This is an optimization exercise on Yosys and OpenROAD, whose aim is small area, not a production implementation. At most, simulation tests tie the RTL to the original design; equivalence was not proved. Function not checked in run 6: the RTL went through the layout flow alone. Power is estimated from default activity; no workload was simulated.

===== flow/config.mk =====
export PLATFORM = sky130hd
export DESIGN_NAME = quadrature_position_speed_tracker
export DESIGN_NICKNAME = quadrature_position_speed_tracker
export VERILOG_FILES = /design/flow/design.v
export SDC_FILE = /design/flow/constraint.sdc
export NUM_CORES = 4
export LEC_CHECK = 0
export CAP_MARGIN = 0
export CORE_MARGIN = 2
export CORE_UTILIZATION = 65
export PLACE_DENSITY = 0.75
export SLEW_MARGIN = 0

===== flow/constraint.sdc =====
create_clock -name core_clock -period 15.0 [get_ports {clk}]
set_input_delay 3.0000 -clock core_clock [delete_from_list [all_inputs] [get_ports {clk}]]
set_output_delay 3.0000 -clock core_clock [all_outputs]
set_load 0.01 [all_outputs]

===== flow/design.v =====
module qpst_rca #(
  parameter int W = 8
) (
  input  logic [W-1:0] a,
  input  logic [W-1:0] b,
  input  logic         ci,
  output logic [W-1:0] s,
  output logic         co
);
  logic [W:0] c;
  assign c[0] = ci;
  for (genvar i = 0; i < W; i++) begin : g_bit
    assign s[i]   = a[i] ^ b[i] ^ c[i];
    assign c[i+1] = (a[i] & b[i]) | (c[i] & (a[i] ^ b[i]));
  end
  assign co = c[W];
endmodule
module quadrature_position_speed_tracker (
  input  logic        clk,
  input  logic        rst,
  input  logic        sample_valid,
  output logic        sample_ready,
  input  logic [1:0]  sample_op,
  input  logic [15:0] sample_count,
  output logic        result_valid,
  input  logic        result_ready,
  output logic [31:0] result_total_count,
  output logic [15:0] result_delta_count,
  output logic        result_direction,
  output logic [31:0] result_shaft_rpm,
  output logic [31:0] result_shaft_rps,
  output logic [15:0] result_mech_angle,
  output logic [15:0] result_elec_angle,
  output logic [31:0] result_index_count,
  input  logic        cfg_valid,
  output logic        cfg_ready,
  input  logic [1:0]  cfg_index,
  input  logic [31:0] cfg_data
);
  logic [20:0] cpr;
  logic [7:0]  pp;
  logic [31:0] rpm_gain;
  logic [31:0] rps_gain;
  logic [31:0] total;
  logic [15:0] delta;
  logic        dir;
  logic [31:0] rpm;
  logic [31:0] rps;
  logic [31:0] index;
  logic [15:0] mech;    
  logic [20:0] rem;     
  logic        busy;
  logic [5:0]  cnt;
  logic        icy;     
  assign cfg_ready = !rst;
  assign result_total_count = total;
  assign result_delta_count = delta;
  assign result_direction   = dir;
  assign result_shaft_rpm   = rpm;
  assign result_shaft_rps   = rps;
  assign result_mech_angle  = mech;
  assign result_elec_angle  = rem[15:0];
  assign result_index_count = index;
  wire start = sample_valid && !busy && (!result_valid || result_ready);
  wire last  = busy && (cnt == 6'd55);
  assign sample_ready = last;
  wire op_speed = (sample_op == 2'd0);
  wire op_index = (sample_op == 2'd1);
  wire op_clear = (sample_op == 2'd2);
  wire op_pos   = (sample_op == 2'd3);
  wire upd = start;
  wire clr = rst || (upd && op_clear);
  wire [31:0] rst32 = {32{rst}};
  wire [31:0] wd_cpr = (cfg_data & ~rst32) | (32'd4096  & rst32);
  wire [31:0] wd_pp  = (cfg_data & ~rst32) | (32'd1     & rst32);
  wire [31:0] wd_rpm = (cfg_data & ~rst32) | (32'd96000 & rst32);
  wire [31:0] wd_rps = (cfg_data & ~rst32) | (32'd1600  & rst32);
  always_ff @(posedge clk) begin
    if (rst || (cfg_valid && cfg_index == 2'd0)) cpr      <= wd_cpr[20:0];
    if (rst || (cfg_valid && cfg_index == 2'd1)) pp       <= wd_pp[7:0];
    if (rst || (cfg_valid && cfg_index == 2'd2)) rpm_gain <= wd_rpm;
    if (rst || (cfg_valid && cfg_index == 2'd3)) rps_gain <= wd_rps;
  end
  wire [15:0] step;
  wire        nbor;
  qpst_rca #(16) u_step (.a(sample_count), .b(~total[15:0]), .ci(1'b1), .s(step), .co(nbor));
  wire        bor = !nbor;
  wire [15:0] thi;
  qpst_rca #(16) u_thi (.a(total[31:16]), .b({16{step[15] & !bor}}), .ci(bor & !step[15]),
                        .s(thi), .co());
  wire        mul_on = busy && op_speed && !cnt[5];
  wire [3:0]  mi     = cnt[3:0];
  wire        msel   = cnt[4];
  wire        mbit   = delta[mi];
  wire        mlast  = (mi == 4'd15);
  wire        mneg   = delta[15];
  wire [31:0] g      = msel ? rpm_gain : rps_gain;
  wire [31:0] mb     = mbit ? (mlast ? ~g : g) : 32'd0;
  wire        mcin   = (mbit && mlast) || (mneg ? (mi < 4'd7) : (mi == 4'd7));
  wire [31:0] msum;
  wire        mco;
  qpst_rca #(32) u_mul (.a({mech[7:0], rpm[31:8]}), .b(mb), .ci(mcin), .s(msum), .co(mco));
  wire        mtop   = (mbit && mlast) ? !mco : mco;
  wire [32:0] s      = {mtop, msum};
  wire [31:0] znext  = {s[24:0], rpm[7:1]};
  wire        fits   = (s[32:24] == 9'h000) || (s[32:24] == 9'h1FF);
  wire [31:0] mres   = (mlast && !fits) ? {s[32], {31{!s[32]}}} : znext;
  wire        tneg   = total[31];
  wire        frac   = (cnt[5:4] == 2'b10);
  wire        ephase = (cnt[5:4] == 2'b11);
  wire        dbit   = cnt[5] ? (tneg && !cnt[4]) : (total[~cnt[4:0]] ^ tneg);
  wire        ppbit  = pp[~cnt[2:0]];
  wire [21:0] dt     = {rem, dbit};
  wire [21:0] db     = ephase ? {6'd0, mech & {16{ppbit}}} : {1'b1, ~cpr};
  wire [21:0] dd;
  wire        ge;
  qpst_rca #(22) u_div (.a(dt), .b(db), .ci(!ephase), .s(dd), .co(ge));
  wire [20:0] rnext  = (ge || ephase) ? dd[20:0] : dt[20:0];
  wire        qbit   = (ge ^ tneg) && (cpr != 21'd0);
  always_ff @(posedge clk) begin
    if (upd || (busy && cnt == 6'd47)) rem <= 21'd0;
    else if (busy) rem <= rnext;
    if (upd) mech[7:0] <= 8'd0;
    else if (mul_on) mech[7:0] <= mlast ? 8'd0 : s[32:25];
    else if (busy && frac) mech <= {mech[14:0], qbit};
  end
  wire irot = busy && op_index && !cnt[5];
  always_ff @(posedge clk) begin
    if (clr) begin
      total <= 32'd0;
      delta <= 16'd0;
    end else if (upd) begin
      if (op_speed || op_pos) total <= {thi, sample_count};
      if (op_speed) delta <= step;
    end
    if (clr) index <= 32'd0;
    else if (irot) index <= {index[0] ^ icy, index[31:1]};
    if (upd) icy <= 1'b1;
    else if (irot) icy <= icy & index[0];
    if (rst) dir <= 1'b0;
    else if (upd && op_speed) dir <= step[15];
    if (clr || (upd && op_speed) || (mul_on && mlast && !msel)) rpm <= 32'd0;
    else if (mul_on) rpm <= mres;
    if (clr) rps <= 32'd0;
    else if (mul_on && mlast && !msel) rps <= mres;
  end
  always_ff @(posedge clk) begin
    if (rst) begin
      busy         <= 1'b0;
      result_valid <= 1'b0;
    end else begin
      if (start) busy <= 1'b1;
      else if (last) busy <= 1'b0;
      if (last) result_valid <= 1'b1;
      else if (result_ready) result_valid <= 1'b0;
    end
    if (start) cnt <= 6'd0;
    else if (busy) cnt <= cnt + 6'd1;
  end
endmodule

===== flow/flow/run.sh =====
#!/bin/bash
# The standard layout (standard.sh), with these changes:
#  - synthesis: synth_recipe.tcl unchanged except that abc maps the combinational logic with an
#    area-oriented script (flow/abc_area.script); the registers are untouched by abc;
#  - buf_1 port buffers;
#  - a clock tree of clkbuf_8 clusters of up to 16 sinks, without dummy loads.
set -euo pipefail
here=$(pwd)
sed "s#^source \$::env(SCRIPTS_DIR)/synth.tcl#source $here/flow/abc_override.tcl\nsource \$::env(SCRIPTS_DIR)/synth.tcl#" \
  synth_recipe.tcl > area_synth.tcl
export MY_ABC_SCRIPT="$here/flow/abc_area.script"
export BUFFER_PORTS_ARGS="-buffer_cell sky130_fd_sc_hd__buf_1"
export CTS_ARGS="-sink_clustering_enable -repair_clock_nets -buf_list sky130_fd_sc_hd__clkbuf_8 -sink_clustering_size 16 -sink_clustering_max_diameter 60 -dont_use_dummy_load"
bash standard.sh \
  "SYNTH_SCRIPT=$here/area_synth.tcl" \
  "BUFFER_PORTS_ARGS=$BUFFER_PORTS_ARGS" \
  "CTS_ARGS=$CTS_ARGS" \
  finish > standard.log 2>&1

===== flow/flow/abc_area.script =====
&get -n
&st
&dch
&nf -R 1000
&put
topo
dnsize -c

===== flow/flow/abc_override.tcl =====
# replace the abc script that synth.tcl hands to abc with $::env(MY_ABC_SCRIPT)

proc abc {args} {
  set out {}
  set skip 0
  foreach a $args {
    if {$skip} { lappend out $::env(MY_ABC_SCRIPT); set skip 0; continue }
    if {$a eq "-script"} { set skip 1 }
    lappend out $a
  }
  puts "abc override: $out"
  yosys abc {*}$out
}

===== flow/standard.sh =====
#!/bin/bash
# synth_recipe.tcl (not shown) runs the flow's synth.tcl, then flattens the netlist and writes it again
# the make line also repeats each setting of config.mk as NAME=value (left out here)
make -C /OpenROAD-flow-scripts/flow DESIGN_CONFIG=/design/flow/config.mk WORK_HOME=/design/flow/orfs CLKGATE_MAP_FILE= SYNTH_SCRIPT=/design/flow/synth_recipe.tcl "${@:-finish}"

==> results of run 1 <==
how the worst max path moves through the flow:
stage	startpoint	to	slack, ns	depth (start not counted)
2_1_floorplan	sample_count[0]	total[31]	0.02	39
3_3_place_gp	sample_count[0]	total[31]	-0.06	40
3_5_place_dp	sample_count[0]	total[31]	-0.18	40
4_1_cts	cnt[0]	rpm[28]	0.02	48
5_1_grt	cnt[0]	rps[7]	-0.003	49
6_report	sample_count[0]	total[31]	0.39	40
cell usage in the layout, fill, tap and decap left out, types with 2 or more instances in the layout:
cell type and instances:
nand4_1 2, clkinv_1 56, and2_0 6, nor2b_1 34
clkbuf_8 24, nand3_1 5, buf_1 235, xor2_1 29
dfxtp_1 181, buf_4 38, nor3_1 4, xnor2_1 9
a21oi_1 189, nand2b_1 10, a31oi_1 19, nor2_1 105
nor3_2 2, a22oi_1 2, ha_1 6, or2_0 10
mux2i_1 35, a21oi_2 13, buf_6 2, o21ai_0 162
clkbuf_16 2, nand2_1 91, mux2_1 2, fa_2 51
mux4_2 14, buf_12 4, and3_1 2, fa_1 32
nor4_1 4, edfxtp_1 101
logic make-up (layout without fill, tap and decap cells):
| kind of cell | after synthesis | count (layout) |
|---|---|---|
| AO/OA/AOI/OAI | 395 | 395 |
| XOR/XNOR | 38 | 38 |
| adder cells (fa/ha/maj) | 90 | 90 |
| buffers and inverters | 75 | 363 |
| flip-flops | 284 | 284 |
| multiplexers | 51 | 51 |
| other | 0 | 1 |
| AND/OR/NAND/NOR | 288 | 288 |
worst reg2reg max path, delay by kind of cell (launching register included):
kind,cells,cell delay [ns]
flops,1,0.41
simple gates,5,0.87
mux,2,0.65
fa+ha+maj,32,11.11
buf+inv,5,0.57
compound gates,4,0.66
timing repair:
action	4_1_cts	5_1_grt
endpoints found under the setup margin	16	64
buffers inserted	0	4
pin swaps	0	4
resized for setup	2	23
hold endpoints to repair	0	0
gates cloned	0	3
metal layers:
metal / GRT usage (%) / routed length (microns) / vias up
li1: - / - / 4856
met1: 40.51 / 12910 / 4908
met2: 48.49 / 15450 / 372
met3: 5.250 / 2303 / 63
met4: 8.592 / 829 / 0
met5: 0 / 0 / -
cells in the mapped netlist:
cell      count
a21o_1        1
a21oi_1     203
a221oi_1      2
a22o_1        1
a22oi_1       2
a31oi_1      19
and2_0        8
and3_1        3
and4_1        1
buf_4        18
clkinv_1     57
dfxtp_1     183
edfxtp_1    101
fa_1         83
ha_1          7
mux2_1        2
mux2i_1      35
mux4_2       14
nand2_1      91
nand2b_1     11
nand3_1       5
nand3b_1      1
nand4_1       2
nand4b_1      1
nor2_1      107
nor2b_1      34
nor3_1        6
nor4_1        5
nor4b_1       1
o21a_1        1
o21ai_0     164
o21bai_1      1
o22ai_1       1
or2_0        10
or3_1         1
or4_1         1
xnor2_1       9
xor2_1       29
per-stage QoR:
step	worst slack [ns]	util, %
after floorplan	0.02490	-
after global placement	-0.06442	73.64
after detailed placement	-0.1844	73.64
after CTS	0.02114	75.34
after global routing	-0.002972	76.27
final	0.3901	76.28
registers in the layout, summed over array words and instances (netlist names), 21 cells and up:
| name | count |
|---|---|
| index | 32 |
| rpm | 32 |
| rpm_gain | 32 |
| rps | 32 |
| rps_gain | 32 |
| total | 32 |
| cpr | 21 |
| rem | 21 |
power breakdown:
part | leakage (nW) | total (mW) | switching, mW | internal, mW
Combinational | 2.71 | 0.295 | 0.177 | 0.117
Clock | 0.173 | 0.375 | 0.232 | 0.143
Sequential | 2.48 | 0.892 | 0.0408 | 0.851
area by class of cell:
type	instances	area [sq um]	area share, %
flip-flops and latches	284	6701	43.84
multi-input cells	862	6374	41.70
repair buffers	282	1325	8.668
well taps	270	337.8	2.210
clock buffers	24	330.3	2.161
inverters	57	215.2	1.408
diodes	1	2.502	0.01637
==> flow_metrics.py, run 1 <==
metrics = {
    "floorplanning": {
        "start_util_pct": 65.59,
        "die_h_microns": 146.2,
        "core_area_sq_mm": 0.02004,
        "io_pins": 237,
        "rows": 52,
        "die_w_microns": 146.2,
        "dieArea_sq_mm": 0.02137,
    },
    "cts": {
        "clkSinkCount": 284,
        "htreeDepth": 1,
        "ctsLongestPathBuffers": 3,
        "ctsHoldBuffers": 0,
        "numCtsBuffers": 24,
        "clk_latency_ns": 0.55,
        "cts-root-buf": "clkbuf_8",
        "cts_tree": "done",
        "path_clk_slew_ns": 0.09,
    },
    "logic_synthesis": {
        "yosysWarnings": 1,
        "synthAdderAreaFrac_pct": 13.31,
        "synthTopCellsByArea": "dfxtp_1 (28%), edfxtp_1 (23%), fa_1 (13%), a21oi_1 (7.7%), o21ai_0 (6.2%)",
        "synthMuxAreaShare_pct": 5.236,
        "avgSynthCellArea_sq_um": 10.76,
        "synth-compound-area-share_pct": 15.41,
        "syn_nets": 1368,
        "synth_simple_gate_area_share_pct": 9.910,
        "synth_top_family_by_area": "compound AO/OA/AOI/OAI gates",
        "synthesis.area_sq_mm": 0.01314,
        "netlist_instances": 1221,
        "yosysTopAreaCellShare_pct": 27.87,
        "ys_ff_latch": 284,
        "yosys.area.top_type": "dfxtp_1",
        "synth_xor_area_share_pct": 2.532,
        "seq_area_frac_synth_pct": 50.95,
        "synthDistinctLibCells": 38,
    },
    "timing": {
        "slew_violations": 0,
        "max_freq_ghz": 0.06845,
        "fin_worst_skew_ns": 0.05738,
        "worstMarginPinSlew_ns": 1.134,
        "fin_setup_tns_ns": 0,
        "hold_slack_ns": 0.4694,
        "setup_viol": 0,
        "finalHoldViolCount": 0,
        "min_period_ns": 14.61,
        "fin_crit_sh_pct": 97.40,
        "maxSlewHeadroom_pct": 24.37,
    },
    "run_status": {
        "outcome": "complete, no violations",
    },
    "hold_path": {
        "min_path_cells": 2,
        "hold_path.class": "flop to flop",
        "holdPathEnd": "index[16]",
        "holdCritStartpoint": "index[16]",
    },
    "place": {
        "place.port_buffers": 236,
        "dpl_cell_area_sq_mm": 0.01476,
        "dp_hpwl_mm": 21.45,
        "gp_congestion": 0.9003,
        "dp.cells": 1748,
    },
    "detailed_routing": {
        "drt_iter0_drc": 751,
        "routed_wl_mm": 31.50,
        "num_vias": 10200,
        "drc_errors": 0,
        "routedWlPerCell_microns": 17.69,
        "ant_nets": 0,
        "viasPerCell": 5.730,
        "firstDrtPassIters": 5,
    },
    "worst_setup_path": {
        "r2r_start": "cnt[0]",
        "crit_buf_inv": 4,
        "cpLargestDelayFamily": "adder cells",
        "critPathKind": "input port to flop",
        "crit_required_ns": 15.44,
        "cp_max_fo": 3,
        "reg2reg_depth": 48,
        "rr_endpoint": "rpm[29]",
        "endpoint_kind": "flop",
        "start_kind": "input port",
        "critical-path-slowest-cell": "fa_1",
        "max_stage_delay_ns": 0.60,
        "path_common_cell": "fa_2",
        "reg2reg_slack_ns": 0.56,
        "crit_arrival_ns": 15.05,
    },
    "cells_and_area": {
        "stdcell_area_sq_mm": 0.01529,
        "area_growth_syn_to_layout_pct": 16.30,
        "final_cells": 1780,
        "nets": 1658,
        "drive_gt1_share_pct": 11.13,
        "fillers": 1447,
    },
    "power_and_ir_drop": {
        "p_total_mw": 1.562,
        "power-per-cell-area_mw_per_mm2": 102.2,
        "ir_worst_vdd_uv": 72.19,
        "p_leak_nw": 5.359,
    },
    "global_routing": {
        "grt_max_degree": 67,
        "grt_pass1_vias": 9914,
        "antenna_found_initial": 0,
        "grt_pass1_wl_mm": 50.76,
        "track_usage_pct": 29.38,
        "gr-total-overflow": 0,
    },
    "flow_run": {
        "maxCapViolCount": 0,
    },
}
==> inputs of run 2 (changes only) <==
--- a/flow/design.v
+++ b/flow/design.v
@@ -52,6 +52,7 @@
   logic        busy;
   logic [5:0]  cnt;
   logic        icy;     
+  logic        mbq;     
   assign cfg_ready = !rst;
   assign result_total_count = total;
   assign result_delta_count = delta;
@@ -91,7 +92,9 @@
   wire        mul_on = busy && op_speed && !cnt[5];
   wire [3:0]  mi     = cnt[3:0];
   wire        msel   = cnt[4];
-  wire        mbit   = delta[mi];
+  wire        mbit   = mbq;
+  wire [5:0]  cnt_n  = cnt + 6'd1;
+  always_ff @(posedge clk) mbq <= upd ? step[0] : delta[cnt_n[3:0]];
   wire        mlast  = (mi == 4'd15);
   wire        mneg   = delta[15];
   wire [31:0] g      = msel ? rpm_gain : rps_gain;
@@ -155,6 +158,6 @@
       else if (result_ready) result_valid <= 1'b0;
     end
     if (start) cnt <= 6'd0;
-    else if (busy) cnt <= cnt + 6'd1;
+    else if (busy) cnt <= cnt_n;
   end
 endmodule
--- a/flow/config.mk
+++ b/flow/config.mk
@@ -8,5 +8,6 @@
 export CAP_MARGIN = 0
 export CORE_MARGIN = 2
 export CORE_UTILIZATION = 65
+export GPL_TIMING_DRIVEN = 0
 export PLACE_DENSITY = 0.75
 export SLEW_MARGIN = 0
==> run 2 against run 1 <==
Synthesized cell count grew 2.7%. Synthesized area rose by 0.74%. Combinational power grew 13%. Critical path type unchanged. Sequential power is 1% higher. Sequential share of layout area is 0.42 points lower. Register-to-register slack got worse by 0.12 ns. Clock skew decreased by 0.0068 ns. Highest routed layer is now met5. Fmax is 0.41% lower. Clock power barely moved.
==> flow_metrics.py, run 2 <==
metrics = {
    "place": {
        "gp_congestion": 0.8157,
        "dp_hpwl_mm": 21.32,
        "place.port_buffers": 236,
        "dp.cells": 1771,
    },
    "logic_synthesis": {
        "syn_nets": 1401,
        "synthFlopType": "dfxtp_1",
        "yosysTopAreaCellShare_pct": 27.82,
        "ys_ff_latch": 285,
        "synthArstFlopShare_pct": 0,
        "avgSynthCellArea_sq_um": 10.56,
        "synthDistinctLibCells": 36,
        "yosys.area.top_type": "dfxtp_1",
        "netlist_instances": 1254,
        "seq_area_frac_synth_pct": 50.72,
        "synth_top_cells_by_count": "dfxtp_1 (184), a21oi_1 (180), o21ai_0 (172), nor2_1 (124), nand2_1 (112)",
        "yosysWarnings": 1,
        "yosysMostFrequentCell": "dfxtp_1",
        "synthTopCellsByArea": "dfxtp_1 (28%), edfxtp_1 (23%), fa_1 (13%), a21oi_1 (6.8%), o21ai_0 (6.5%)",
        "synthesis.area_sq_mm": 0.01324,
        "synth_edf_count": 101,
    },
    "floorplanning": {
        "die_h_microns": 146.7,
        "rows": 52,
        "core_area_sq_mm": 0.02010,
        "start_util_pct": 65.86,
        "dieArea_sq_mm": 0.02153,
        "io_pins": 237,
        "die_w_microns": 146.7,
    },
    "cts": {
        "cts-root-buf": "clkbuf_8",
        "clk_latency_ns": 0.55,
        "path_clk_slew_ns": 0.09,
        "numCtsBuffers": 23,
        "cts_tree": "done",
        "clkSinkCount": 285,
        "htreeDepth": 1,
        "ctsLongestPathBuffers": 3,
    },
    "cells_and_area": {
        "n_antenna_cell": 0,
        "area_growth_syn_to_layout_pct": 17.20,
        "drive_gt1_share_pct": 10.79,
        "layout_commonest_cell": "buf_1",
        "final_cells": 1818,
        "nets": 1697,
        "layout_common_cells": "buf_1 (235), dfxtp_1 (177), a21oi_1 (171)",
    },
    "worst_setup_path": {
        "start_kind": "input port",
        "reg2reg_depth": 44,
        "crit_required_ns": 15.48,
        "cp_max_fo": 3,
        "critPathKind": "input port to flop",
        "critical-path-slowest-cell": "fa_2",
        "path_common_cell": "fa_2",
        "max_stage_delay_ns": 0.63,
        "crit_arrival_ns": 15.15,
        "endpoint_kind": "flop",
    },
    "timing": {
        "rsz0062_at_grt": "no",
        "min_period_ns": 14.67,
        "maxSlewHeadroom_pct": 11.80,
        "finalHoldViolCount": 0,
        "worstMarginPinSlew_ns": 1.309,
        "fin_crit_sh_pct": 97.80,
        "fin_setup_tns_ns": 0,
        "setup_viol": 0,
        "fin_worst_skew_ns": 0.05053,
        "slew_violations": 0,
        "hold_slack_ns": 0.4734,
        "max_freq_ghz": 0.06816,
    },
    "power_and_ir_drop": {
        "power-per-cell-area_mw_per_mm2": 103.9,
        "p_leak_nw": 5.225,
        "ir_worst_vdd_uv": 72.03,
        "p_total_mw": 1.612,
    },
    "detailed_routing": {
        "num_vias": 10530,
        "drc_errors": 0,
        "drt_iter0_drc": 813,
        "routedWlPerCell_microns": 18.20,
        "viasPerCell": 5.792,
        "firstDrtPassIters": 6,
        "ant_nets": 0,
        "routed_wl_mm": 33.08,
    },
    "hold_path": {
        "hold_path.class": "flop to flop",
        "min_path_cells": 2,
    },
    "flow_run": {
        "maxCapViolCount": 0,
    },
    "global_routing": {
        "track_usage_pct": 29.61,
        "grt_pass1_wl_mm": 51.12,
        "grt_pass1_vias": 9966,
        "antenna_found_initial": 1,
        "gr-total-overflow": 0,
        "grt_max_degree": 65,
    },
    "run_status": {
        "outcome": "complete, no violations",
    },
}
## run 2: cell types whose count changed in the layout (fill, tap and decap cells not counted), sizes merged, moves of 3 or more
cell / before / now
a21oi: 203 / 180
a22oi: 2 / 8
a31oi: 19 / 23
buf: 279 / 282
clkbuf: 27 / 23
clkinv: 57 / 70
nand2: 91 / 112
nand2b: 11 / 4
nor2: 107 / 124
o21ai: 164 / 172
o31a: 0 / 3
xnor2: 9 / 25
xor2: 29 / 6
## run 2: metal layers
layer / wire (microns) / up-vias / global-route usage, %
met1: 13200 / 5099 / 39.41
met3: 2874 / 60 / 6.615
met4: 857 / 2 / 8.398
met5: 11 / - / 0
met2: 16140 / 390 / 49.51
li1: - / 4978 / -
## run 2: metrics by stage
step,util [%],instance area (sq um),setup WS (ns)
2_1_floorplan,-,13330,-0.02830
3_3_place_gp,72.39,14550,-1.415
3_5_place_dp,73.46,14770,-1.391
4_1_cts,75.78,15230,0.002339
5_1_grt,77.19,15520,0.01667
6_report,77.19,15520,0.3297
## run 2: final timing paths
| check | startpoint | endpoint | slack (ns) |
|---|---|---|---|
| worst min register to register | index[5] | index[5] | 0.47 |
| worst max-delay path | sample_count[0] | total[31] | 0.33 |
| worst max register to register | cnt[3] | rps[3] | 0.44 |
| worst min-delay path | index[5] | index[5] | 0.47 |
## run 2: where the power goes
part | internal, mW | switching, mW
clock network | 0.138 | 0.239
registers | 0.855 | 0.0471
logic | 0.139 | 0.195
total | 1.13 | 0.481
## run 2: worst max-delay path, delay by kind of cell
kind | cells | cell delay, ns
fa+ha+maj | 31 | 11.37
buf+inv | 4 | 0.26
simple gates | 2 | 0.19
compound gates | 2 | 0.19
xor+xnor | 1 | 0.14
## run 2: repair_timing
item                       4_1_cts  5_1_grt
setup endpoints to repair       66       65
hold buffers                     0        0
setup buffers                    7        9
resized for setup               18       33
pin swaps                        1        9
gates cloned                     2        5
## run 2: cell families (layout without fill, tap and decap cells)
logic type      Yosys count  after routing  share of synthesized area (%)
simple gates            316            320                          10.39
buf+inv                  89            376                          3.033
compound gates          392            395                          15.38
mux                      51             51                          5.206
fa+ha+maj                90             90                          13.21
flops                   285            285                          50.72
xor+xnor                 31             31                          2.050
## run 2: layout make-up
class | instances | area [sq um]
Sequential cell | 285 | 6738
Inverter | 71 | 267.8
Fill cell | 1399 | 4586
Tap cell | 270 | 337.8
Multi-Input combinational cell | 887 | 6500
Buffer | 18 | 135.1
Timing Repair Buffer | 264 | 1224
Clock buffer | 23 | 316.6
==> inputs of run 3 (changes only) <==
--- a/flow/config.mk
+++ b/flow/config.mk
@@ -8,6 +8,5 @@
 export CAP_MARGIN = 0
 export CORE_MARGIN = 2
 export CORE_UTILIZATION = 65
-export GPL_TIMING_DRIVEN = 0
 export PLACE_DENSITY = 0.75
 export SLEW_MARGIN = 0
==> run 3 against run 2 <==
Still clean on timing, DRC and antenna. Total power shrank 1.7%. Sequential power shrank 1%. Clock power about the same. Flip-flop and latch count is the same. Largest power group unchanged.
==> flow_metrics.py, run 3 <==
metrics = {
    "global_routing": {
        "track_usage_pct": 28.12,
        "grt_max_degree": 66,
        "grt_pass1_wl_mm": 49.15,
        "gr-total-overflow": 0,
        "antenna_found_initial": 2,
        "grt_pass1_vias": 9790,
    },
    "worst_setup_path": {
        "cp_max_fo": 3,
        "endpoint_kind": "flop",
        "crit_arrival_ns": 15.07,
        "crit_buf_inv": 4,
        "cpLargestDelayFamily": "adder cells",
        "critPathKind": "input port to flop",
        "path_common_cell": "fa_2",
        "max_stage_delay_ns": 0.60,
        "critical-path-slowest-cell": "fa_2",
        "start_kind": "input port",
        "crit_required_ns": 15.42,
    },
    "cts": {
        "cts_setup_buffers": 0,
        "ctsHoldBuffers": 0,
        "cts-root-buf": "clkbuf_8",
        "path_clk_slew_ns": 0.10,
        "numCtsBuffers": 23,
        "cts_tree": "done",
        "clk_latency_ns": 0.56,
        "ctsLongestPathBuffers": 3,
        "htreeDepth": 1,
        "cts.repair.resized": 0,
        "clkSinkCount": 285,
    },
    "detailed_routing": {
        "num_vias": 10210,
        "drc_errors": 0,
        "routed_wl_mm": 30.84,
        "ant_nets": 0,
        "firstDrtPassIters": 5,
        "routedWlPerCell_microns": 17.20,
        "viasPerCell": 5.697,
        "drt_iter0_drc": 642,
    },
    "power_and_ir_drop": {
        "swShare_pct": 29.64,
        "power.share.sequential_pct": 56.3,
        "power_frac_comb_pct": 20.0,
        "p_total_mw": 1.585,
        "pwr-share-clk_pct": 23.6,
        "p_leak_nw": 5.057,
        "ir_worst_vdd_uv": 72.16,
        "power-per-cell-area_mw_per_mm2": 104.9,
        "p_switching_uw": 469.9,
        "p_int_mw": 1.116,
    },
    "timing": {
        "max_freq_ghz": 0.06829,
        "min_period_ns": 14.64,
        "setup_viol": 0,
        "finalHoldViolCount": 0,
        "worstMarginPinSlew_ns": 1.263,
        "slew_violations": 0,
        "hold_slack_ns": 0.4724,
        "fin_worst_skew_ns": 0.03702,
        "maxSlewHeadroom_pct": 14.94,
        "fin_crit_sh_pct": 97.63,
    },
    "logic_synthesis": {
        "seq_area_frac_synth_pct": 50.72,
        "synthDistinctLibCells": 36,
        "netlist_instances": 1254,
        "synthFlopType": "dfxtp_1",
        "yosysWarnings": 1,
        "yosys.area.top_type": "dfxtp_1",
        "synth-compound-area-share_pct": 15.38,
        "ys_ff_latch": 285,
        "synth_xor_area_share_pct": 2.050,
        "synthesis.area_sq_mm": 0.01324,
        "synthAdderAreaFrac_pct": 13.21,
        "avgSynthCellArea_sq_um": 10.56,
        "synthMuxAreaShare_pct": 5.206,
        "synthTopCellsByArea": "dfxtp_1 (28%), edfxtp_1 (23%), fa_1 (13%), a21oi_1 (6.8%), o21ai_0 (6.5%)",
        "synth_top_family_by_area": "compound AO/OA/AOI/OAI gates",
        "syn_nets": 1401,
        "synth_edf_count": 101,
        "synth_simple_gate_area_share_pct": 10.39,
        "yosysTopAreaCellShare_pct": 27.82,
        "synthArstFlopShare_pct": 0,
        "synth_top_cells_by_count": "dfxtp_1 (184), a21oi_1 (180), o21ai_0 (172), nor2_1 (124), nand2_1 (112)",
        "yosysMostFrequentCell": "dfxtp_1",
    },
    "cells_and_area": {
        "layout_commonest_cell": "buf_1",
        "n_antenna_cell": 0,
        "area_growth_syn_to_layout_pct": 14.13,
        "drive_gt1_share_pct": 9.258,
        "nets": 1672,
        "fin_util_pct": 75.17,
        "final_cells": 1793,
        "fillers": 1504,
        "layout_common_cells": "buf_1 (235), dfxtp_1 (182), a21oi_1 (173)",
    },
    "floorplanning": {
        "io_pins": 237,
        "core_area_sq_mm": 0.02010,
        "die_w_microns": 146.7,
        "rows": 52,
        "die_h_microns": 146.7,
        "dieArea_sq_mm": 0.02153,
        "start_util_pct": 65.86,
    },
    "flow_run": {
        "maxCapViolCount": 0,
    },
    "run_status": {
        "outcome": "complete, no violations",
    },
    "place": {
        "dp.cells": 1770,
        "gp_congestion": 0.8380,
        "dp_hpwl_mm": 20.92,
        "place.port_buffers": 236,
    },
    "hold_path": {
        "hold_path.class": "flop to flop",
    },
}
[run 3: cell families (layout without fill, tap and decap cells)]
family / count (synthesis) / after routing
buffers and inverters: 89 / 358
flip-flops: 285 / 285
AO/OA/AOI/OAI: 392 / 392
adder cells (fa/ha/maj): 90 / 90
AND/OR/NAND/NOR: 316 / 316
multiplexers: 51 / 51
XOR/XNOR: 31 / 31
[run 3: tightest hold or removal path, stage by stage, from the launching register on]
cell and delay, ns:
dfxtp_1 0.33, nand2_1 0.06, a21oi_1 0.05
[run 3: power by group through the flow]
stage | clock (mW) | combinational (mW) | sequential, mW
2_1_floorplan | 0 | 0.217 | 0.913
3_3_place_gp | 0 | 0.304 | 0.908
3_5_place_dp | 0 | 0.314 | 0.910
4_1_cts | 0.380 | 0.315 | 0.893
5_1_grt | 0.406 | 0.365 | 0.900
6_report | 0.375 | 0.318 | 0.893
[run 3: metrics by stage]
stage / setup slack [ns] / setup TNS, ns / instance area [sq um]
2_1_floorplan: -0.02830 / -0.02830 / 13330
3_3_place_gp: -0.1176 / -0.1176 / 14670
3_5_place_dp: -0.3030 / -0.4059 / 14670
4_1_cts: 0.1250 / 0 / 14990
5_1_grt: -0.05619 / -0.7082 / 15110
6_report: 0.3559 / 0 / 15110
[run 3: per-layer routing]
layer / part of all wire [%] / global-route usage, % / vias to the layer above
li1: - / - / 4903
met1: 42 / 39.23 / 4926
met2: 49 / 46.10 / 320
met3: 6.6 / 5.528 / 61
met4: 2.3 / 6.893 / 4
met5: 0.084 / 0 / -
[run 3: area by class of cell]
class                           instances  area [sq um]  share of cell area [%]
Inverter                               71         267.8                   1.772
Sequential cell                       285          6719                   44.46
Timing Repair Buffer                  264          1117                   7.394
Tap cell                              270         337.8                   2.235
Multi-Input combinational cell        880          6354                   42.04
Clock buffer                           23         316.6                   2.095
[run 3: worst paths after layout]
path	from	endpoint	slack, ns	cells after the start
max	sample_count[0]	total[31]	0.36	40
min	index[23]	index[23]	0.47	2
min reg2reg	index[23]	index[23]	0.47	2
max reg2reg	cnt[1]	rpm[5]	0.57	43
==> inputs of run 4 (changes only) <==
--- a/flow/config.mk
+++ b/flow/config.mk
@@ -7,6 +7,6 @@
 export LEC_CHECK = 0
 export CAP_MARGIN = 0
 export CORE_MARGIN = 2
-export CORE_UTILIZATION = 65
-export PLACE_DENSITY = 0.75
+export CORE_UTILIZATION = 55
+export PLACE_DENSITY = 0.65
 export SLEW_MARGIN = 0
==> run 4 against run 3 <==
Still clean on timing, DRC and antenna. Clock skew is 0.017 ns higher. Non-clock buffer count is 4 higher. Combinational power hardly changed. Worst hold slack worse by 0.0083 ns. Count of clock-buffer cells in the layout is 4 higher. Setup slack better by 0.040 ns. Utilization is 11 points lower. Fmax is 0.27% higher. Routed wire length is 4.7% higher. Critical path depth stayed put. Total power is 1.4% higher. Clock power is 6.4% higher. Critical path type unchanged.
==> flow_metrics.py, run 4 <==
metrics = {
    "cts": {
        "path_clk_slew_ns": 0.10,
        "ctsHoldBuffers": 0,
        "clkSinkCount": 285,
        "cts_tree": "done",
        "htreeDepth": 1,
        "numCtsBuffers": 27,
        "ctsLongestPathBuffers": 3,
        "cts-root-buf": "clkbuf_8",
        "clk_latency_ns": 0.59,
    },
    "cells_and_area": {
        "drive_gt1_share_pct": 8.883,
        "area_growth_syn_to_layout_pct": 14.86,
        "fillers": 2104,
        "layout_common_cells": "buf_1 (235), dfxtp_1 (182), a21oi_1 (175)",
        "seq_area_sq_mm": 0.006719,
        "layout_commonest_cell": "buf_1",
        "final_cells": 1850,
        "nets": 1680,
        "multi_input_area_sq_mm": 0.006309,
        "n_antenna_cell": 0,
    },
    "logic_synthesis": {
        "yosysTopAreaCellShare_pct": 27.82,
        "netlist_instances": 1254,
        "synthAdderAreaFrac_pct": 13.21,
        "synth_top_cells_by_count": "dfxtp_1 (184), a21oi_1 (180), o21ai_0 (172), nor2_1 (124), nand2_1 (112)",
        "synth_edf_count": 101,
        "yosysWarnings": 1,
        "synthTopCellsByArea": "dfxtp_1 (28%), edfxtp_1 (23%), fa_1 (13%), a21oi_1 (6.8%), o21ai_0 (6.5%)",
        "synth_simple_gate_area_share_pct": 10.39,
        "seq_area_frac_synth_pct": 50.72,
        "syn_nets": 1401,
        "synth-compound-area-share_pct": 15.38,
        "synthDistinctLibCells": 36,
        "synth_top_family_by_area": "compound AO/OA/AOI/OAI gates",
        "synthArstFlopShare_pct": 0,
        "avgSynthCellArea_sq_um": 10.56,
        "synthesis.area_sq_mm": 0.01324,
        "synth_xor_area_share_pct": 2.050,
        "yosys.area.top_type": "dfxtp_1",
        "yosysMostFrequentCell": "dfxtp_1",
        "synthFlopType": "dfxtp_1",
        "ys_ff_latch": 285,
        "synthMuxAreaShare_pct": 5.206,
    },
    "power_and_ir_drop": {
        "ir_worst_vdd_uv": 67.15,
        "power.share.sequential_pct": 55.6,
        "pwr-share-clk_pct": 24.8,
        "p_int_mw": 1.137,
        "p_switching_uw": 470.8,
        "swShare_pct": 29.29,
        "p_total_mw": 1.607,
        "power_frac_comb_pct": 19.6,
        "power-per-cell-area_mw_per_mm2": 105.7,
        "p_leak_nw": 5.100,
    },
    "detailed_routing": {
        "viasPerCell": 5.486,
        "wl_met1_mm": 13.65,
        "drt_iter0_drc": 618,
        "num_vias": 10150,
        "top_layer": "met4",
        "routedWlPerCell_microns": 17.45,
        "dr_wl_met2_mm": 15.68,
        "drc_errors": 0,
        "ant_nets": 0,
        "routed_wl_mm": 32.28,
        "wl_met3_mm": 2.047,
        "firstDrtPassIters": 5,
    },
    "worst_setup_path": {
        "critPathKind": "input port to flop",
        "path_common_cell": "fa_2",
        "critical-path-slowest-cell": "fa_1",
        "max_stage_delay_ns": 0.62,
        "endpoint_kind": "flop",
        "crit_arrival_ns": 15.06,
        "cp_max_fo": 3,
        "start_kind": "input port",
        "crit_required_ns": 15.45,
    },
    "place": {
        "dp_hpwl_mm": 22.18,
        "place.port_buffers": 236,
        "gp_congestion": 0.8057,
        "dp.cells": 1821,
    },
    "hold_path": {
        "hold_path.class": "flop to flop",
    },
    "timing": {
        "fin_crit_sh_pct": 97.36,
        "hold_slack_ns": 0.4641,
        "max_freq_ghz": 0.06847,
        "worstMarginPinSlew_ns": 1.200,
        "fin_worst_skew_ns": 0.05416,
        "maxSlewHeadroom_pct": 19.99,
        "min_period_ns": 14.60,
        "slew_violations": 0,
        "finalHoldViolCount": 0,
        "setup_viol": 0,
        "rsz0062_at_grt": "no",
    },
    "floorplanning": {
        "core_area_sq_mm": 0.02354,
        "dieArea_sq_mm": 0.02533,
        "die_w_microns": 159.2,
        "die_h_microns": 159.2,
        "io_pins": 237,
        "start_util_pct": 56.24,
        "rows": 56,
    },
    "global_routing": {
        "grt_pass1_vias": 9689,
        "track_usage_pct": 25.20,
        "antenna_found_initial": 0,
        "grt_max_degree": 80,
        "grt_pass1_wl_mm": 51.76,
        "gr-total-overflow": 0,
    },
    "run_status": {
        "outcome": "complete, no violations",
    },
    "flow_run": {
        "maxCapViolCount": 0,
    },
}
[run 4: cell counts after synthesis]
Identical to the previous run, type by type.
[run 4: per-layer routing]
| metal | track usage, % | up-vias |
|---|---|---|
| met5 | 0 | - |
| met4 | 6.694 | 0 |
| met3 | 5.027 | 51 |
| met2 | 42.43 | 280 |
| met1 | 33.63 | 4883 |
| li1 | - | 4935 |
[run 4: logic make-up after synthesis]
logic type / after synthesis
fa+ha+maj: 90
buf+inv: 89
flops: 285
xor+xnor: 31
simple gates: 316
compound gates: 392
mux: 51
[run 4: critical path, delay by kind of cell]
kind	cells	cell delay [ns]
compound gates	2	0.22
buf+inv	4	0.28
xor+xnor	1	0.16
fa+ha+maj	31	11.28
simple gates	2	0.12
[run 4: path summary, 6_finish.rpt]
| path | from | to | slack (ns) | depth (start not counted) |
|---|---|---|---|---|
| setup / recovery | sample_count[0] | total[31] | 0.40 | 40 |
| hold / removal | index[26] | index[25] | 0.46 | 2 |
| setup reg to reg | cnt[0] | rpm[23] | 0.71 | 43 |
| hold reg to reg | index[26] | index[25] | 0.46 | 2 |
[run 4: area by class of cell]
class	count	area share, %
Tap cell	319	2.624
Sequential cell	285	44.18
Multi-Input combinational cell	880	41.48
Clock buffer	27	2.443
Inverter	71	1.760
Timing Repair Buffer	268	7.519
[run 4: timing repair]
action / 4_1_cts / 5_1_grt
resized for setup: 1 / 22
buffers inserted: 0 / 2
endpoints found under the setup margin: 1 / 64
pin swaps: 0 / 3
[run 4: per-stage QoR]
stage               setup slack (ns)  TNS [ns]  utilization [%]  cell area, sq um
floorplan                   -0.02830  -0.02830                -             13330
global placement             -0.1285   -0.1285            62.64             14750
detailed placement           -0.2538   -0.3254            62.64             14750
CTS                          0.02167         0            64.24             15120
global route                0.007383         0            64.60             15210
finish                        0.3955         0            64.60             15210
[run 4: power by group through the flow]
| stage | combinational [mW] | sequential [mW] | clock, mW |
|---|---|---|---|
| 6_report | 0.315 | 0.893 | 0.399 |
| 5_1_grt | 0.361 | 0.901 | 0.436 |
| 4_1_cts | 0.316 | 0.894 | 0.410 |
| 3_5_place_dp | 0.315 | 0.911 | 0 |
| 3_3_place_gp | 0.309 | 0.909 | 0 |
| 2_1_floorplan | 0.217 | 0.913 | 0 |
==> inputs of run 5 (changes only) <==
--- a/flow/design.v
+++ b/flow/design.v
@@ -53,6 +53,8 @@
   logic [5:0]  cnt;
   logic        icy;     
   logic        mbq;     
+  logic        tinc;    
+  logic        tdec;    
   assign cfg_ready = !rst;
   assign result_total_count = total;
   assign result_delta_count = delta;
@@ -87,14 +89,14 @@
   qpst_rca #(16) u_step (.a(sample_count), .b(~total[15:0]), .ci(1'b1), .s(step), .co(nbor));
   wire        bor = !nbor;
   wire [15:0] thi;
-  qpst_rca #(16) u_thi (.a(total[31:16]), .b({16{step[15] & !bor}}), .ci(bor & !step[15]),
-                        .s(thi), .co());
+  qpst_rca #(16) u_thi (.a(total[31:16]), .b({16{tdec}}), .ci(tinc), .s(thi), .co());
+  wire        first = busy && (cnt == 6'd63);
   wire        mul_on = busy && op_speed && !cnt[5];
   wire [3:0]  mi     = cnt[3:0];
   wire        msel   = cnt[4];
   wire        mbit   = mbq;
   wire [5:0]  cnt_n  = cnt + 6'd1;
-  always_ff @(posedge clk) mbq <= upd ? step[0] : delta[cnt_n[3:0]];
+  always_ff @(posedge clk) mbq <= delta[cnt_n[3:0]];
   wire        mlast  = (mi == 4'd15);
   wire        mneg   = delta[15];
   wire [31:0] g      = msel ? rpm_gain : rps_gain;
@@ -121,7 +123,7 @@
   wire [20:0] rnext  = (ge || ephase) ? dd[20:0] : dt[20:0];
   wire        qbit   = (ge ^ tneg) && (cpr != 21'd0);
   always_ff @(posedge clk) begin
-    if (upd || (busy && cnt == 6'd47)) rem <= 21'd0;
+    if (busy && cnt[5] && (cnt[3:0] == 4'hF)) rem <= 21'd0;   
     else if (busy) rem <= rnext;
     if (upd) mech[7:0] <= 8'd0;
     else if (mul_on) mech[7:0] <= mlast ? 8'd0 : s[32:25];
@@ -133,11 +135,17 @@
       total <= 32'd0;
       delta <= 16'd0;
     end else if (upd) begin
-      if (op_speed || op_pos) total <= {thi, sample_count};
+      if (op_speed || op_pos) total[15:0] <= sample_count;
       if (op_speed) delta <= step;
+    end else if (first) begin
+      total[31:16] <= thi;
     end
     if (clr) index <= 32'd0;
     else if (irot) index <= {index[0] ^ icy, index[31:1]};
+    if (upd) begin
+      tinc <= (op_speed || op_pos) && bor && !step[15];
+      tdec <= (op_speed || op_pos) && step[15] && !bor;
+    end
     if (upd) icy <= 1'b1;
     else if (irot) icy <= icy & index[0];
     if (rst) dir <= 1'b0;
@@ -157,7 +165,7 @@
       if (last) result_valid <= 1'b1;
       else if (result_ready) result_valid <= 1'b0;
     end
-    if (start) cnt <= 6'd0;
+    if (start) cnt <= 6'd63;
     else if (busy) cnt <= cnt_n;
   end
 endmodule
--- a/flow/config.mk
+++ b/flow/config.mk
@@ -7,6 +7,6 @@
 export LEC_CHECK = 0
 export CAP_MARGIN = 0
 export CORE_MARGIN = 2
-export CORE_UTILIZATION = 55
-export PLACE_DENSITY = 0.65
+export CORE_UTILIZATION = 65
+export PLACE_DENSITY = 0.75
 export SLEW_MARGIN = 0
==> run 5 against run 4 <==
Synthesized area increased by 0.44%. Critical path depth increased by 3. Synthesized cell count is 0.48% higher. First-iteration DRC count grew 27%. Worst hold slack better by 0.0018 ns. Combinational power grew to 3.3 times the previous value. Design area down 1.2%. Total power up 49%. Register-to-register slack worse by 0.098 ns. Utilization is 9.9 points higher. Count of clock-buffer cells in the layout shrank 3. Critical path type is now flop to flop.
==> flow_metrics.py, run 5 <==
metrics = {
    "logic_synthesis": {
        "syn_nets": 1407,
        "seq_area_frac_synth_pct": 50.95,
        "ys_ff_latch": 287,
        "yosysMostFrequentCell": "a21oi_1",
        "yosysWarnings": 1,
        "yosys.area.top_type": "dfxtp_1",
        "synthTopCellsByArea": "dfxtp_1 (28%), edfxtp_1 (23%), fa_1 (12%), a21oi_1 (7.3%), o21ai_0 (5.9%)",
        "yosysTopAreaCellShare_pct": 27.70,
        "synthArstFlopShare_pct": 0,
        "synth_edf_count": 103,
        "synth_top_cells_by_count": "a21oi_1 (194), dfxtp_1 (184), o21ai_0 (158), nand2_1 (143), edfxtp_1 (103)",
        "synthesis.area_sq_mm": 0.01330,
        "avgSynthCellArea_sq_um": 10.56,
        "synthDistinctLibCells": 35,
        "netlist_instances": 1260,
        "synthFlopType": "dfxtp_1",
    },
    "timing": {
        "worstMarginPinSlew_ns": 1.160,
        "maxSlewHeadroom_pct": 22.66,
        "setup_ws_ns": 0.6122,
        "max_freq_ghz": 0.06950,
        "slew_violations": 0,
        "finalHoldViolCount": 0,
        "setup_viol": 0,
        "fin_worst_skew_ns": 0.04257,
        "rsz0062_at_grt": "no",
        "fin_crit_sh_pct": 95.92,
        "fin_setup_tns_ns": 0,
        "hold_slack_ns": 0.4659,
        "min_period_ns": 14.39,
    },
    "floorplanning": {
        "die_w_microns": 147.0,
        "core_area_sq_mm": 0.02017,
        "die_h_microns": 147.0,
        "rows": 52,
        "dieArea_sq_mm": 0.02162,
        "io_pins": 237,
        "start_util_pct": 65.94,
    },
    "detailed_routing": {
        "drc_errors": 0,
        "firstDrtPassIters": 5,
        "drt_iter0_drc": 787,
        "routedWlPerCell_microns": 17.33,
        "ant_nets": 0,
        "routed_wl_mm": 31.09,
        "num_vias": 10220,
        "viasPerCell": 5.696,
    },
    "cts": {
        "clk_latency_ns": 0.55,
        "htreeDepth": 1,
        "cts-root-buf": "clkbuf_8",
        "numCtsBuffers": 24,
        "cts_setup_buffers": 0,
        "cts_tree": "done",
        "ctsLongestPathBuffers": 3,
        "clkSinkCount": 287,
        "ctsHoldBuffers": 0,
        "path_clk_slew_ns": 0.10,
    },
    "worst_setup_path": {
        "reg2reg_slack_ns": 0.61,
        "path_common_cell": "fa_1",
        "r2r_start": "cnt[0]",
        "cp_max_fo": 32,
        "critical-path-slowest-cell": "fa_2",
        "start_kind": "flop",
        "endpoint_kind": "flop",
        "crit_arrival_ns": 14.86,
        "rr_endpoint": "rps[31]",
        "max_stage_delay_ns": 0.48,
        "crit_required_ns": 15.48,
        "worstSetupStartpoint": "cnt[0]",
        "critPathKind": "flop to flop",
        "reg2reg_depth": 43,
    },
    "hold_path": {
        "holdPathEnd": "index[9]",
        "hold_path.class": "flop to flop",
        "holdCritStartpoint": "index[9]",
        "min_path_cells": 2,
    },
    "cells_and_area": {
        "layout_commonest_cell": "buf_1",
        "fillers": 1476,
        "layout_common_cells": "buf_1 (235), a21oi_1 (190), dfxtp_1 (181)",
        "area_growth_syn_to_layout_pct": 12.95,
        "nets": 1673,
        "drive_gt1_share_pct": 5.709,
        "n_antenna_cell": 0,
    },
    "power_and_ir_drop": {
        "power-per-cell-area_mw_per_mm2": 159.6,
        "ir_worst_vdd_uv": 122.4,
        "p_total_mw": 2.398,
        "p_leak_nw": 5.260,
    },
    "place": {
        "place.port_buffers": 236,
        "gp_congestion": 0.9621,
        "dp_hpwl_mm": 21.57,
        "pre_cts_slack_ns": 0.008587,
    },
    "global_routing": {
        "antenna_found_initial": 1,
        "gr-total-overflow": 0,
        "grt_pass1_wl_mm": 49.47,
        "track_usage_pct": 28.45,
        "grt_pass1_vias": 9379,
        "grt_max_degree": 66,
    },
    "run_status": {
        "outcome": "complete, no violations",
    },
    "flow_run": {
        "maxCapViolCount": 0,
    },
}
[run 5: cell count changes in the layout (fill, tap and decap cells not counted), sizes merged, moves of 2 or more]
| cell | change |
|---|---|
| nand2 | +31 |
| nor2 | -28 |
| a21oi | +14 |
| o21ai | -14 |
| buf | -10 |
| a22o | -3 |
| clkbuf | -3 |
| clkinv | +3 |
| edfxtp | +2 |
| mux2 | -2 |
| o211ai | +2 |
| o22a | +2 |
[run 5: per-stage QoR]
stage          std cells  instance area, sq um  utilization, %
2_1_floorplan       1260                 13310               -
3_3_place_gp        1770                 14590           72.33
3_5_place_dp        1770                 14590           72.33
4_1_cts             1794                 14920           73.98
5_1_grt             1794                 15020           74.49
6_report            1794                 15020           74.49
[run 5: how the worst max path moves through the flow]
| stage | end | slack, ns | cells past startpoint |
|---|---|---|---|
| floorplan | rps[0] | 0.16 | 42 |
| global placement | rpm[25] | 0.24 | 43 |
| detailed placement | rpm[7] | 0.009 | 43 |
| CTS | rps[0] | 0.13 | 43 |
| global route | rps[31] | 0.02 | 43 |
| finish | rps[31] | 0.61 | 43 |
[run 5: worst max-delay path, delay by kind of cell, from the launching register on]
family,cells,cell delay (ns)
buffers and inverters,2,0.25
AND/OR/NAND/NOR,4,0.82
flip-flops,1,0.35
AO/OA/AOI/OAI,3,0.55
XOR/XNOR,1,0.19
adder cells (fa/ha/maj),33,12.15
[run 5: cells by family (layout without fill, tap and decap cells)]
family | Yosys count | in the layout | share of synthesized area, %
AOI/OAI and AO/OA | 391 | 391 | 15.26
xor gates and xnor gates | 31 | 31 | 2.041
adders and majority gates | 90 | 90 | 13.15
buffers and inverters | 92 | 356 | 3.104
DFF | 287 | 287 | 50.95
muxes | 49 | 49 | 5.014
and+or+nand+nor | 320 | 320 | 10.48
[run 5: final cells by class]
class	instances	area, sq um	share of cell area (%)
clock buffer	24	330.3	2.199
multi-input combinational	881	6237	41.52
inverter	74	277.8	1.849
timing repair buffer	258	1060	7.054
tap	270	337.8	2.249
sequential	287	6780	45.13
[run 5: power breakdown]
part / switching, mW / internal (mW)
combinational: 0.642 / 0.385
clock: 0.240 / 0.143
sequential: 0.0871 / 0.901
total: 0.969 / 1.43
[run 5: metal layers]
metal | up-vias | global-route usage, % | wire length (microns)
met5 | - | 0 | 13
met4 | 2 | 5.721 | 586
met3 | 42 | 5.870 | 2695
met2 | 369 | 43.97 | 14080
met1 | 4890 | 42.52 | 13710
li1 | 4916 | - | -
[run 5: what timing repair did]
| action | in CTS | in global routing |
|---|---|---|
| gates resized for setup | 1 | 23 |
| pin swaps | 0 | 4 |
| endpoints found under the setup margin | 6 | 64 |
| hold endpoints to repair | 0 | 0 |
==> inputs of run 6 (changes only) <==
--- a/flow/design.v
+++ b/flow/design.v
@@ -37,7 +37,7 @@
   input  logic [1:0]  cfg_index,
   input  logic [31:0] cfg_data
 );
-  logic [20:0] cpr;
+  logic [20:0] cpr_n;   
   logic [7:0]  pp;
   logic [31:0] rpm_gain;
   logic [31:0] rps_gain;
@@ -74,12 +74,12 @@
   wire upd = start;
   wire clr = rst || (upd && op_clear);
   wire [31:0] rst32 = {32{rst}};
-  wire [31:0] wd_cpr = (cfg_data & ~rst32) | (32'd4096  & rst32);
+  wire [31:0] wd_cpr = ~((cfg_data & ~rst32) | (32'd4096  & rst32));
   wire [31:0] wd_pp  = (cfg_data & ~rst32) | (32'd1     & rst32);
   wire [31:0] wd_rpm = (cfg_data & ~rst32) | (32'd96000 & rst32);
   wire [31:0] wd_rps = (cfg_data & ~rst32) | (32'd1600  & rst32);
   always_ff @(posedge clk) begin
-    if (rst || (cfg_valid && cfg_index == 2'd0)) cpr      <= wd_cpr[20:0];
+    if (rst || (cfg_valid && cfg_index == 2'd0)) cpr_n    <= wd_cpr[20:0];
     if (rst || (cfg_valid && cfg_index == 2'd1)) pp       <= wd_pp[7:0];
     if (rst || (cfg_valid && cfg_index == 2'd2)) rpm_gain <= wd_rpm;
     if (rst || (cfg_valid && cfg_index == 2'd3)) rps_gain <= wd_rps;
@@ -116,12 +116,12 @@
   wire        dbit   = cnt[5] ? (tneg && !cnt[4]) : (total[~cnt[4:0]] ^ tneg);
   wire        ppbit  = pp[~cnt[2:0]];
   wire [21:0] dt     = {rem, dbit};
-  wire [21:0] db     = ephase ? {6'd0, mech & {16{ppbit}}} : {1'b1, ~cpr};
+  wire [21:0] db     = ephase ? {6'd0, mech & {16{ppbit}}} : {1'b1, cpr_n};
   wire [21:0] dd;
   wire        ge;
   qpst_rca #(22) u_div (.a(dt), .b(db), .ci(!ephase), .s(dd), .co(ge));
   wire [20:0] rnext  = (ge || ephase) ? dd[20:0] : dt[20:0];
-  wire        qbit   = (ge ^ tneg) && (cpr != 21'd0);
+  wire        qbit   = (ge ^ tneg) && (cpr_n != 21'h1FFFFF);
   always_ff @(posedge clk) begin
     if (busy && cnt[5] && (cnt[3:0] == 4'hF)) rem <= 21'd0;   
     else if (busy) rem <= rnext;
==> run 6 against run 5 <==
Still clean. Global-route usage is 1.9 points higher. Fmax down 0.29%. Flip-flop and latch count is the same. Design area increased by 0.43%. Setup slack got worse by 0.042 ns. Routed wire length grew 5.8%. Worst hold slack got worse by 0.029 ns. First-iteration DRC count increased by 18%. Critical endpoint is now rpm[5]. Highest routed layer is now met4.
==> flow_metrics.py, run 6 <==
metrics = {
    "floorplanning": {
        "die_w_microns": 147.3,
        "core_area_sq_mm": 0.02017,
        "io_pins": 237,
        "rows": 52,
        "die_h_microns": 147.3,
        "dieArea_sq_mm": 0.02170,
        "start_util_pct": 66.17,
    },
    "worst_setup_path": {
        "cpLargestDelayFamily": "adder cells",
        "start_kind": "flop",
        "crit_required_ns": 15.39,
        "reg2reg_slack_ns": 0.57,
        "reg2reg_depth": 43,
        "path_common_cell": "fa_1",
        "crit_buf_inv": 2,
        "critPathKind": "flop to flop",
        "critical-path-slowest-cell": "fa_1",
        "rr_endpoint": "rpm[5]",
        "crit_arrival_ns": 14.82,
        "r2r_start": "cnt[1]",
        "endpoint_kind": "flop",
        "cp_max_fo": 32,
        "max_stage_delay_ns": 0.44,
    },
    "power_and_ir_drop": {
        "p_int_mw": 1.439,
        "p_switching_uw": 988.5,
        "swShare_pct": 40.72,
        "power.share.sequential_pct": 40.7,
        "ir_worst_vdd_uv": 99.97,
        "pwr-share-clk_pct": 15.8,
        "p_leak_nw": 5.365,
        "power-per-cell-area_mw_per_mm2": 160.9,
        "power_frac_comb_pct": 43.5,
    },
    "logic_synthesis": {
        "ys_ff_latch": 287,
        "synth_edf_count": 103,
        "seq_area_frac_synth_pct": 50.77,
        "synth_top_cells_by_count": "a21oi_1 (207), dfxtp_1 (184), nand2_1 (164), o21ai_0 (159), edfxtp_1 (103)",
        "synthesis.area_sq_mm": 0.01335,
        "avgSynthCellArea_sq_um": 10.44,
        "netlist_instances": 1279,
        "syn_nets": 1426,
        "synthDistinctLibCells": 34,
        "yosysTopAreaCellShare_pct": 27.60,
        "yosysMostFrequentCell": "a21oi_1",
        "yosysWarnings": 1,
        "synthFlopType": "dfxtp_1",
        "yosys.area.top_type": "dfxtp_1",
        "synthTopCellsByArea": "dfxtp_1 (28%), edfxtp_1 (23%), fa_1 (12%), a21oi_1 (7.8%), o21ai_0 (6.0%)",
        "synthArstFlopShare_pct": 0,
    },
    "timing": {
        "max_freq_ghz": 0.06930,
        "hold_slack_ns": 0.4373,
        "slew_violations": 0,
        "setup_viol": 0,
        "rsz0062_at_grt": "no",
        "min_period_ns": 14.43,
        "fin_setup_tns_ns": 0,
        "finalHoldViolCount": 0,
        "fin_crit_sh_pct": 96.20,
        "fin_worst_skew_ns": 0.06564,
        "maxSlewHeadroom_pct": 24.13,
        "worstMarginPinSlew_ns": 1.134,
    },
    "place": {
        "gp_congestion": 0.8654,
        "dpl_cell_area_sq_mm": 0.01466,
        "place.port_buffers": 236,
        "dp_hpwl_mm": 22.89,
    },
    "detailed_routing": {
        "ant_nets": 0,
        "routedWlPerCell_microns": 18.09,
        "drc_errors": 0,
        "routed_wl_mm": 32.88,
        "firstDrtPassIters": 5,
        "num_vias": 10520,
        "viasPerCell": 5.790,
        "drt_iter0_drc": 926,
    },
    "cts": {
        "htreeDepth": 1,
        "ctsHoldBuffers": 0,
        "numCtsBuffers": 24,
        "clkSinkCount": 287,
        "path_clk_slew_ns": 0.11,
        "cts_setup_buffers": 0,
        "cts_tree": "done",
        "ctsLongestPathBuffers": 3,
        "cts-root-buf": "clkbuf_8",
        "clk_latency_ns": 0.56,
    },
    "hold_path": {
        "min_path_cells": 0,
        "holdCritStartpoint": "mech[8]",
        "holdPathEnd": "mech[9]",
        "hold_path.class": "flop to flop",
    },
    "global_routing": {
        "gr-total-overflow": 0,
        "grt_pass1_wl_mm": 52.77,
        "grt_pass1_vias": 10290,
        "track_usage_pct": 30.31,
        "antenna_found_initial": 0,
        "grt_max_degree": 66,
    },
    "flow_run": {
        "maxCapViolCount": 0,
    },
    "cells_and_area": {
        "stdcell_area_sq_mm": 0.01509,
        "layout_commonest_cell": "buf_1",
        "nets": 1696,
        "area_growth_syn_to_layout_pct": 13.05,
        "n_antenna_cell": 0,
        "layout_common_cells": "buf_1 (236), a21oi_1 (201), dfxtp_1 (182)",
        "drive_gt1_share_pct": 6.335,
        "fillers": 1483,
    },
    "run_status": {
        "outcome": "complete, no violations",
    },
}
## run 6: cell count changes in the layout (fill, tap and decap cells not counted), sizes merged, moves of 5 or more
cell    before  now
buf        257  262
a31oi       21    7
and3         3   18
a21oi      194  207
clkinv      74   93
nor2b       33   13
nand2      143  164
nor2        96   79
## run 6: timing repair
item | in CTS | in global routing
gates resized for setup | 1 | 30
endpoints found under the setup margin | 48 | 64
pin swaps | 0 | 3
## run 6: worst reg2reg max path, delay by kind of cell (launching register included)
family / cells / cell delay (ns)
flip-flops: 1 / 0.36
AO/OA/AOI/OAI: 4 / 0.65
AND/OR/NAND/NOR: 4 / 0.83
adder cells (fa/ha/maj): 33 / 12.17
buffers and inverters: 2 / 0.28
## run 6: worst max-delay path by stage
stage / start / endpoint / slack (ns) / cells after the start
5_1_grt: cnt[1] / rpm[18] / 0.02 / 43
3_3_place_gp: cnt[0] / rpm[30] / 0.26 / 42
2_1_floorplan: cnt[0] / rps[0] / 0.17 / 42
3_5_place_dp: cnt[1] / rpm[26] / -0.10 / 43
6_report: cnt[1] / rpm[5] / 0.57 / 43
4_1_cts: cnt[1] / rpm[18] / 0.03 / 43
## run 6: cells by family after synthesis
kind of cell               share of synthesized area, %
DFF                                               50.77
xor gates and xnor gates                          2.034
muxes                                             4.997
and+or+nand+nor                                   10.40
adders and majority gates                         13.11
AOI/OAI and AO/OA                                 15.07
buffers and inverters                             3.628
## run 6: cell type report
cell class / instances / area (sq um) / area share, %
sequential: 287 / 6779 / 44.93
multi-input combinational: 881 / 6200 / 41.09
timing repair buffer: 262 / 1092 / 7.239
inverter: 93 / 349.1 / 2.314
tap: 270 / 337.8 / 2.239
clock buffer: 24 / 330.3 / 2.189
## run 6: power groups by stage
stage,clock network (mW),registers [mW],logic [mW]
after floorplan,0,1.02,0.704
after detailed placement,0,1.00,1.02
after global routing,0.416,0.999,1.19
final,0.384,0.987,1.06
after global placement,0,1.00,0.975
after CTS,0.389,0.986,1.02
## run 6: per-layer routing
| layer | track usage [%] | share of wire, % | vias to the layer above | wire [microns] |
|---|---|---|---|---|
| met3 | 5.652 | 8.1 | 57 | 2656 |
| met2 | 50.51 | 50 | 425 | 16420 |
| met1 | 41.21 | 40 | 5070 | 13140 |
| li1 | - | - | 4968 | - |
| met4 | 8.654 | 2.0 | 0 | 660 |
| met5 | 0 | 0 | - | 0 |
## run 6: stage by stage
step	util, %	setup WS [ns]	instances	power [mW]
final	74.81	0.5700	1817	2.427
after global routing	74.81	0.02245	1817	2.601
after detailed placement	72.70	-0.1013	1793	2.021
after floorplan	-	0.1690	1279	1.722
after CTS	74.34	0.02698	1817	2.397
after global placement	72.70	0.2645	1793	1.976

-- separate check: timing with driven ports --
The flow's constraints put no driver on any port. The routed layouts listed below were extracted and timed again, unchanged, in two steps.
Step 1: set_driving_cell puts a clkbuf_16 on clk and a buf_2 on each other input, an assumption about the parent block.
Step 2, shift: input delay + t, output delay - t, t = (earliest + latest rising clock arrival at the registers) / 2. This alone moves slack from input paths to output paths.
Three values: no drivers, after step 1, after step 2; two values: the first two.
| run | shift t [ns] | setup slack, ns | hold slack, ns | slew at the worst register clock pin (ns) |
|---|---|---|---|---|
| run 1 | 0.572 | 0.390 / 0.414 / -0.158 | 0.469 / 0.469 / 0.469 | 0.10 / 0.10 |
| run 2 | 0.573 | 0.330 / 0.351 / -0.222 | 0.473 / 0.473 / 0.473 | 0.11 / 0.11 |
| run 3 | 0.579 | 0.356 / 0.370 / -0.209 | 0.472 / 0.472 / 0.472 | 0.10 / 0.10 |
| run 4 | 0.603 | 0.395 / 0.417 / -0.187 | 0.464 / 0.464 / 0.464 | 0.10 / 0.10 |
| run 5 | 0.579 | 0.612 / 0.612 / 0.612 | 0.466 / 0.466 / 0.466 | 0.10 / 0.10 |
| run 6 | 0.577 | 0.570 / 0.570 / 0.570 | 0.437 / 0.437 / 0.437 | 0.11 / 0.11 |
With both steps, setup timing fails in run 1, run 2, run 3 and run 4, where it was met with ideal ports. The setup slack of run 4, which loses most, moves by +0.022 ns with the drivers and by -0.582 ns with both steps.
